Background: an optimization exercise with open tools, aiming at small area. Do not read the settings as production practice.
Only simulation tests tie the RTL to the original design; equivalence was not proved.
No driver is modelled on the clock port, so clock power and skew are understated where the tree is cut down; a real chip needs a root buffer or a tree.
Power is estimated from default activity; no workload was simulated.

==> flow/design.v <==
`default_nettype none
module connect4_top (
	input  logic                 clock,
	input  logic                 reset_n,
	input  logic                 wb_cyc_i,
	input  logic                 wb_stb_i,
	input  logic                 wb_we_i,
	input  logic [2-1:0] wb_adr_i,
	input  logic [8-1:0] wb_dat_i,
	output logic                 wb_ack_o,
	output logic [32-1:0] wb_dat_o,
	input  logic                 pix_ready,
	output logic                 pix_valid,
	output logic [8-1:0]  pix_x,
	output logic [7-1:0]  pix_y,
	output logic [3-1:0] pix_colour
);
	localparam int NC = 7;
	localparam int NR = 7;
	logic       ack_q;
	logic       rd_q;
	logic       move_req;
	logic       new_game;
	logic [2:0] move_col;
	logic       painting;
	logic       req;
	logic       is_move;
	logic       accept;
	assign req     = wb_cyc_i && wb_stb_i && !ack_q;
	assign is_move = wb_we_i && (wb_adr_i == 2'd0);
	assign accept  = req && !(is_move && painting);
	always_ff @(posedge clock) begin
		if (!reset_n) begin
			ack_q    <= 1'b0;
			rd_q     <= 1'b0;
			move_req <= 1'b0;
			new_game <= 1'b0;
		end else begin
			ack_q    <= accept;
			rd_q     <= accept && !wb_we_i && (wb_adr_i == 2'd2);
			move_req <= accept && is_move;
			new_game <= accept && wb_we_i && (wb_adr_i == 2'd1) && (wb_dat_i == 8'd1);
		end
	end
	always_ff @(posedge clock) begin
		if (!ack_q && !painting)
			move_col <= wb_dat_i[2:0] | {3{|wb_dat_i[7:3]}};
	end
	logic              clr;
	logic [5:0]        moves;
	logic [7:0]        illegal;
	logic              go_q;
	logic              go;
	logic              ty;           
	logic [NC-1:0][2:0] g;           
	logic [NC-1:0][NR-1:0] occ;
	logic [NC-1:0][NR-1:0] cb;       
	logic [NC-1:0]     en;           
	logic [2:0]        g_sel;
	logic [2:0]        g_nxt;
	logic              try;
	logic              legal;
	logic              place;
	logic              pv;           
	logic              bad;
	logic              clr_h;
	logic              pend;
	logic              clr_d;
	assign clr = !reset_n || new_game;
	assign clr_h = !reset_n || ((new_game || pend) && !painting);
	always_ff @(posedge clock) begin
		pend  <= reset_n && (new_game || pend) && painting;
		clr_d <= clr_h;
	end
	assign ty  = moves[0];
	assign try = move_req && !go_q;
	assign legal = try && (move_col != 3'd7) && (g_sel != 3'd0);
	assign place = legal;
	for (genvar c = 0; c < NC; c++) begin : gen
		assign en[c] = place && (move_col == 3'(c));
	end
	assign bad   = move_req && !legal;
	assign g_nxt = clr_h ? 3'd7 : g_sel - 1'b1;
	always_comb begin
		g_sel = '0;
		for (int c = 0; c < NC; c++)
			g_sel = g_sel | ({3{move_col == 3'(c)}} & g[c]);
	end
	function automatic logic [7:0] inc8(input logic [7:0] q, input logic e);
		logic t;
		t = e;
		for (int i = 0; i < 8; i++) begin
			inc8[i] = q[i] ^ t;
			t = t & q[i];
		end
	endfunction
	always_ff @(posedge clock) begin
		logic [7:0] m;
		m       = inc8({2'b00, moves}, place);
		moves   <= clr ? 6'd0 : m[5:0];
		illegal <= clr ? 8'd0 : inc8(illegal, bad);
	end
	for (genvar c = 0; c < NC; c++) begin : gcol
		always_ff @(posedge clock) begin
			if (clr_h || en[c])
				g[c] <= g_nxt;
		end
		for (genvar r = 0; r < NR; r++) begin : gcell
			assign occ[c][r] = (g[c] < 3'(NR - r));
			always_ff @(posedge clock) begin
				if (pv || clr_d)
					cb[c][r] <= occ[c][r] && !cb[c][r];
			end
		end
	end
	logic       busy;
	logic [3:0] off;
	logic hit;
	function automatic logic run4(input logic [6:0] x, input int n);
		case (n)
			4: run4 = x[0] & x[1] & x[2] & x[3];
			5: run4 = x[1] & x[2] & x[3] & (x[0] | x[4]);
			6: run4 = x[2] & x[3] & ((x[0] & x[1]) | (x[1] & x[4]) | (x[4] & x[5]));
			default: run4 = (x[3] & x[4] & ((x[1] & x[2]) | (x[5] & x[6]))) | (x[2] & x[3] & ((x[0] & x[1]) | (x[4] & x[5])));
		endcase
	endfunction
	logic [27:0][6:0] lv;
	logic [27:0]      l1;           
	for (genvar i = 0; i < 7; i++) begin : gline
		localparam int S   = i - 3;
		localparam int LEN = 7 - (S < 0 ? -S : S);
		localparam int SH  = S < 0 ? -S : 0;
		for (genvar k = 0; k < 7; k++) begin : gk
			assign lv[i][k]     = cb[k][i];
			assign lv[7 + i][k] = cb[i][k];
			if (k + S >= 0 && k + S < 7) begin : gd
				assign lv[14 + i][k - SH] = cb[k + S][k];
				assign lv[21 + i][k - SH] = cb[k + S][6 - k];
			end
			if (k >= LEN) begin : gz
				assign lv[14 + i][k] = 1'b0;
				assign lv[21 + i][k] = 1'b0;
			end
		end
		assign l1[i]      = run4(lv[i], 7);
		assign l1[7 + i]  = run4(lv[7 + i], 7);
		assign l1[14 + i] = run4(lv[14 + i], LEN);
		assign l1[21 + i] = run4(lv[21 + i], LEN);
	end
	assign hit = |l1;
	logic chk;
	assign chk = busy && (off == 4'd0) && !pend;
	assign go  = go_q || (chk && hit);
	always_ff @(posedge clock) begin
		if (clr)
			go_q <= 1'b0;
		else
			go_q <= go;
	end
	logic       pcol;
	always_ff @(posedge clock) begin
		if (!reset_n) begin
			pv   <= 1'b0;
			busy <= 1'b0;
		end else begin
			pv  <= place;
			if (pv)
				busy <= 1'b1;
			else if (busy && pix_ready && off == 4'hf)
				busy <= 1'b0;
		end
		if (!busy)
			off <= '0;
		else if (pix_ready)
			off <= off + 1'b1;
	end
	always_ff @(posedge clock) begin
		if (move_req) begin
			pcol <= ty;
		end
	end
	assign painting   = busy || pv;
	assign pix_valid  = busy;
	assign pix_x      = {3'b000, move_col, off[1:0]};
	assign pix_y      = {2'b00, g_sel, off[3:2]};
	assign pix_colour = pcol ? 3'b001 : 3'b100;
	logic [19:0] status;
	assign status = {illegal, moves, go, painting, ty, !ty, go && !ty, go && ty};
	assign wb_ack_o = ack_q;
	assign wb_dat_o = rd_q ? {12'b0, status} : '0;
endmodule
`default_nettype wire
clock: 10.0 ns
lec_check: 0
cap_margin: 20
core_margin: 2
core_utilization: 70
slew_margin: 20
standard.sh (not shown) runs the stock make flow with config.mk's settings and CLKGATE_MAP_FILE= SYNTH_SCRIPT=/design/flow/synth_recipe.tcl, a recipe that flattens the netlist after the stock synthesis.
==> flow/flow/run.sh <==
#!/bin/bash
# Standard layout with smaller port buffers, one tie cell per constant, no
# dummy clock loads, gates sized down after floorplan (downsize.tcl) and the
# clock tree cut to four leaf buffers on the clock port (clock_tree.tcl).
# Synthesis is the standard one.
set -euo pipefail
bash standard.sh \
	BUFFER_PORTS_ARGS="-buffer_cell sky130_fd_sc_hd__buf_1" \
	SKIP_REPAIR_TIE_FANOUT=1 \
	CTS_ARGS="-sink_clustering_enable -repair_clock_nets -dont_use_dummy_load" \
	POST_FLOORPLAN_TCL="$(pwd)/flow/downsize.tcl" \
	POST_CTS_TCL="$(pwd)/flow/clock_tree.tcl" \
	finish > standard_flow.log 2>&1
Other scripts of this flow, unchanged in this note and not shown: flow/flow/clock_tree.tcl, flow/flow/downsize.tcl
Change:
--- a/flow/design.v
+++ b/flow/design.v
@@ -121,7 +121,7 @@
 			4: run4 = x[0] & x[1] & x[2] & x[3];
 			5: run4 = x[1] & x[2] & x[3] & (x[0] | x[4]);
 			6: run4 = x[2] & x[3] & ((x[0] & x[1]) | (x[1] & x[4]) | (x[4] & x[5]));
-			default: run4 = (x[3] & x[4] & ((x[1] & x[2]) | (x[5] & x[6]))) | (x[2] & x[3] & ((x[0] & x[1]) | (x[4] & x[5])));
+			default: run4 = x[3] & ((x[1] & x[2] & (x[0] | x[4])) | (x[4] & x[5] & (x[2] | x[6])));
 		endcase
 	endfunction
 	logic [27:0][6:0] lv;
@@ -162,17 +162,16 @@
 		if (!reset_n) begin
 			pv   <= 1'b0;
 			busy <= 1'b0;
+			off  <= '0;
 		end else begin
 			pv  <= place;
 			if (pv)
 				busy <= 1'b1;
 			else if (busy && pix_ready && off == 4'hf)
 				busy <= 1'b0;
+			if (busy && pix_ready)
+				off <= off + 1'b1;
 		end
-		if (!busy)
-			off <= '0;
-		else if (pix_ready)
-			off <= off + 1'b1;
 	end
 	always_ff @(posedge clock) begin
 		if (move_req) begin
The new run went through all stages and came out clean.
Total power went down by 0.68%.
Global-route usage decreases by 2.1 points.
Hold slack loses 0.034 ns.
Clock skew shrinks by 0.013 ns.
Sequential power barely changes.
First-iteration DRC count rose by 21%.
Maximum frequency rose by 1.3%.
Clock-buffer cell count stays the same.
Utilization rose by 0.11 points.
Worst setup slack is better by 0.059 ns.
Routed wire length fell by 9.7%.
Non-clock buffer count stays the same.
Die area increases by 0.62%.

## separate check: timing with driven ports
The results above use ideal ports. As a check the final layouts listed here were re-extracted and re-timed, cells and wires unchanged.
Step 1: set_driving_cell puts a clkbuf_16 on clock and a buf_2 on each other input, an assumption about the parent block.
Step 2 adds t to the input delays and takes it off the output delays; t is the mean of the earliest and latest rising clock arrival at the registers after step 1. Input paths then give back, and output paths get back, about the clock's delay inside the block.
Slacks: no drivers / after step 1 / after step 2; pairs: no drivers / after step 1.
| run | t, ns | slack for setup (ns) | worst setup path at the end | latest minus earliest clock arrival (ns) |
|---|---|---|---|---|
| the first run | 0.232 | 5.425 / 5.350 / 5.583 | register to output | 0.023 / 0.023 |
| the second run | 0.233 | 5.484 / 5.405 / 5.639 | register to output | 0.010 / 0.011 |
After both steps setup and hold are still met in every run listed.
